What follows belongs to an exercise in optimizing a design on an open flow for small area; a production flow would make more cautious choices. Only simulation tests tie the RTL to the original design; equivalence was not proved. No activity file was given, so power comes from the tool's default toggle rates. No driver is modelled on the clock port, so clocking that relies on it looks cheaper here than on a real chip.

Setup of build 65:
// jesd204_tx_src_fifo
module jesd204_tx_src_fifo #(
   parameter int unsigned LANES  = 4,
   parameter int unsigned DEPTH  = 16,
   parameter int unsigned THRESH = 8
) (
   input  logic                       CLK,
   input  logic                       RST_n,
   input  logic                       S_VALID,
   output logic                       S_READY,
   input  jesd204_tx_pkg::lane_word_t [LANES-1:0]     S_DATA,
   input  logic                       RDY,
   output jesd204_tx_pkg::lane_word_t [LANES-1:0]     DI,
   output logic [$clog2(DEPTH):0]     LEVEL,
   output logic                       UNDERFLOW,
   input  logic                       CLR_ERR
);
Size in the first run: about 3600 cells after synthesis, ~1200 flip-flops, about 270 I/O pins.
==> flow/config.mk <==
export PLATFORM = sky130hd
export DESIGN_NAME = jesd204_tx_src_fifo
export DESIGN_NICKNAME = jesd204_tx_src_fifo
export VERILOG_FILES = /design/flow/design.v
export SDC_FILE = /design/flow/constraint.sdc
export NUM_CORES = 4
export LEC_CHECK = 0
export CAP_MARGIN = 0
export CORE_MARGIN = 2
export CORE_UTILIZATION = 60
export CTS_BUF_LIST = sky130_fd_sc_hd__clkbuf_16
export CTS_CLUSTER_DIAMETER = 60
export CTS_CLUSTER_SIZE = 24
export SLEW_MARGIN = 0
==> flow/constraint.sdc <==
create_clock -name core_clock -period 5.0 [get_ports {CLK}]
set_input_delay 1.0000 -clock core_clock [delete_from_list [all_inputs] [get_ports {CLK}]]
set_output_delay 1.0000 -clock core_clock [all_outputs]
set_load 0.01 [all_outputs]
run.sh (not shown) runs the stock make flow with config.mk's settings and CLKGATE_MAP_FILE= SYNTH_SCRIPT=/design/flow/synth_recipe.tcl, a recipe that flattens the netlist after the stock synthesis.
For build 31, these inputs were changed with respect to build 65:
Settings: CTS_CLUSTER_DIAMETER no longer set, was 60; CTS_BUF_LIST no longer set, was sky130_fd_sc_hd__clkbuf_16; BUFFER_PORTS_ARGS now -buffer_cell sky130_fd_sc_hd__buf_1, previously not set; CTS_ARGS now -sink_clustering_enable -repair_clock_nets -dont_use_dummy_load -buf_list sky130_fd_sc_hd__clkbuf_16 -sink_clustering_size 24 -sink_clustering_max_diameter 60, previously not set; CTS_CLUSTER_SIZE no longer set, was 24.
==> flow/flow/run.sh (new file) <==
#!/bin/bash
# Own layout flow: the standard flow (standard.sh, unchanged synthesis) with two
# placement/CTS arguments changed:
#  - port buffers use the smallest buffer cell (buf_1) instead of the tool's default pick;
#  - CTS builds its tree without dummy loads, from clkbuf_16 leaf clusters.
# Everything else, including config.mk's settings in config.mk, is the standard flow.
set -euo pipefail
here=$(pwd)
{
  echo ""
  echo "export BUFFER_PORTS_ARGS = -buffer_cell sky130_fd_sc_hd__buf_1"
  echo "export CTS_ARGS = -sink_clustering_enable -repair_clock_nets -dont_use_dummy_load -buf_list sky130_fd_sc_hd__clkbuf_16 -sink_clustering_size 24 -sink_clustering_max_diameter 60"
} >> "$here/config.mk"
bash "$here/standard.sh" > "$here/standard_flow.log" 2>&1
==> flow/standard.sh (new file) <==
#!/bin/bash
# synth_recipe.tcl (not shown) runs the flow's synth.tcl, then flattens the netlist and writes it again
# the make line also repeats each setting of config.mk as NAME=value (left out here)
make -C /OpenROAD-flow-scripts/flow DESIGN_CONFIG=/design/flow/config.mk WORK_HOME=/design/flow/orfs CLKGATE_MAP_FILE= SYNTH_SCRIPT=/design/flow/synth_recipe.tcl "${@:-finish}"
removed: flow/run.sh
==> run notes <==
- Post-route minimum period (lower): build 31
- Build 65 → build 31: wire length of the first global-routing pass +about 1.3%, final wirelength +1600 µm, total power -0.81 mW.

---

Starting RTL as in the previous note.
==> flow/design.v (excerpt) <==
module jesd204_tx_src_fifo #(
   parameter int unsigned LANES  = 4,
   parameter int unsigned DEPTH  = 16,
   parameter int unsigned THRESH = 8
) (
   input  logic                       CLK,
   input  logic                       RST_n,
   input  logic                       S_VALID,
   output logic                       S_READY,
   input  jesd204_tx_pkg::lane_word_t [LANES-1:0]     S_DATA,
   input  logic                       RDY,
   output jesd204_tx_pkg::lane_word_t [LANES-1:0]     DI,
   output logic [$clog2(DEPTH):0]     LEVEL,
   output logic                       UNDERFLOW,
   input  logic                       CLR_ERR
);
   localparam int unsigned PW   = $clog2(DEPTH) + 1;
   localparam int unsigned ROWS = (THRESH + 1 < DEPTH) ? THRESH + 1 : DEPTH;
   localparam int unsigned MAXL = (THRESH + 1 < DEPTH) ? THRESH + 1 : DEPTH;
   localparam int unsigned LW   = $clog2(MAXL + 1);
   jesd204_tx_pkg::src_fifo_state_t state_q, state_d;
   logic [LW-1:0]   level_q, level_d;
   logic [ROWS-1:0] wr_oh_q, wr_oh_d;      
   logic [ROWS-1:0] wr_ohn_q;              
   logic [ROWS-1:0] rd_oh_q, rd_oh_d;      
   logic [ROWS-1:0] di_row_q;              
   logic            underflow_q, underflow_d;
  ...
clock: 5.0 ns
lec_check: 0
cap_margin: 0
core_margin: 2
core_utilization: 60
slew_margin: 0
buffer_ports_args: -buffer_cell sky130_fd_sc_hd__buf_1
cts_args: -sink_clustering_enable -repair_clock_nets -dont_use_dummy_load -buf_list sky130_fd_sc_hd__clkbuf_16 -sink_clustering_size 30 -sink_clustering_max_diameter 50
standard.sh (not shown) runs the stock make flow with config.mk's settings and CLKGATE_MAP_FILE= SYNTH_SCRIPT=/design/flow/synth_recipe.tcl, a recipe that flattens the netlist after the stock synthesis.
==> flow/flow/run.sh <==
#!/bin/bash
# Own layout flow: the standard flow (standard.sh, unchanged synthesis) with two
# placement/CTS arguments changed:
#  - port buffers use the smallest buffer cell (buf_1) instead of the tool's default pick;
#  - CTS builds its tree without dummy loads, from clkbuf_16 leaf clusters.
# Everything else, including config.mk's settings in config.mk, is the standard flow.
set -euo pipefail
here=$(pwd)
{
  echo ""
  echo "export BUFFER_PORTS_ARGS = -buffer_cell sky130_fd_sc_hd__buf_1"
  echo "export CTS_ARGS = -sink_clustering_enable -repair_clock_nets -dont_use_dummy_load -buf_list sky130_fd_sc_hd__clkbuf_16 -sink_clustering_size 30 -sink_clustering_max_diameter 50"
} >> "$here/config.mk"
bash "$here/standard.sh" > "$here/standard_flow.log" 2>&1
The starting point finished clean.
Edit:
--- a/flow/flow/run.sh
+++ b/flow/flow/run.sh
@@ -11,3 +11,3 @@
   echo "export BUFFER_PORTS_ARGS = -buffer_cell sky130_fd_sc_hd__buf_1"
-  echo "export CTS_ARGS = -sink_clustering_enable -repair_clock_nets -dont_use_dummy_load -buf_list sky130_fd_sc_hd__clkbuf_16 -sink_clustering_size 30 -sink_clustering_max_diameter 50"
+  echo "export CTS_ARGS = -sink_clustering_enable -repair_clock_nets -dont_use_dummy_load -buf_list sky130_fd_sc_hd__clkbuf_16 -sink_clustering_size 30 -sink_clustering_max_diameter 90"
 } >> "$here/config.mk"
- CTS_ARGS: -sink_clustering_enable -repair_clock_nets -dont_use_dummy_load -buf_list sky130_fd_sc_hd__clkbuf_16 -sink_clustering_size 30 -sink_clustering_max_diameter 50 -> -sink_clustering_enable -repair_clock_nets -dont_use_dummy_load -buf_list sky130_fd_sc_hd__clkbuf_16 -sink_clustering_size 30 -sink_clustering_max_diameter 90
What happened: The changed run finished with timing, DRC and antenna clean. Count of clock-buffer cells in the layout came out lower by 56. Design area is lower by about 3%. Die area stays the same. Utilization is lower by 2.0 points. Maximum frequency increases by about 0.35%. Routed wire length fell by 0.82%. Via count goes down by 1.4%. Sequential power stays flat. Clock skew grows by 0.026 ns. Non-clock buffer count does not change. Critical path depth went up by 1.

-- afterwards: timing with drivers on the ports --
No port has a modelled driver above. Below, the same layouts with a new extraction and two added sets of constraints.
Step 1, drivers: a clkbuf_16 drives CLK and a buf_2 each remaining input, both assumed.
Step 2 moves the port delays by t, midway between the first and last clock arrival at a register: inputs arrive t later, outputs are due t later. That takes back most of the time a late clock gives input paths.
Three values: no drivers, after step 1, after step 2; two values: the first two.
run | shift t [ns] | setup WS [ns] | worst setup path at the end | latest minus earliest clock arrival (ns) | worst register clock-pin slew, ns
build 65 | 0.708 | 0.545 / 0.476 / 1.184 | register to output | 0.029 / 0.030 | 0.10 / 0.10
build 31 | 0.696 | 1.070 / 1.000 / 1.620 | input to register | 0.057 / 0.057 | 0.10 / 0.10
the first run of note 2 | 0.716 | 1.074 / 1.005 / 1.652 | input to register | 0.066 / 0.067 | 0.09 / 0.09
the second run of note 2 | 0.682 | 1.088 / 1.019 / 1.595 | input to register | 0.075 / 0.076 | 0.12 / 0.12
After both steps every run listed still meets setup and hold.
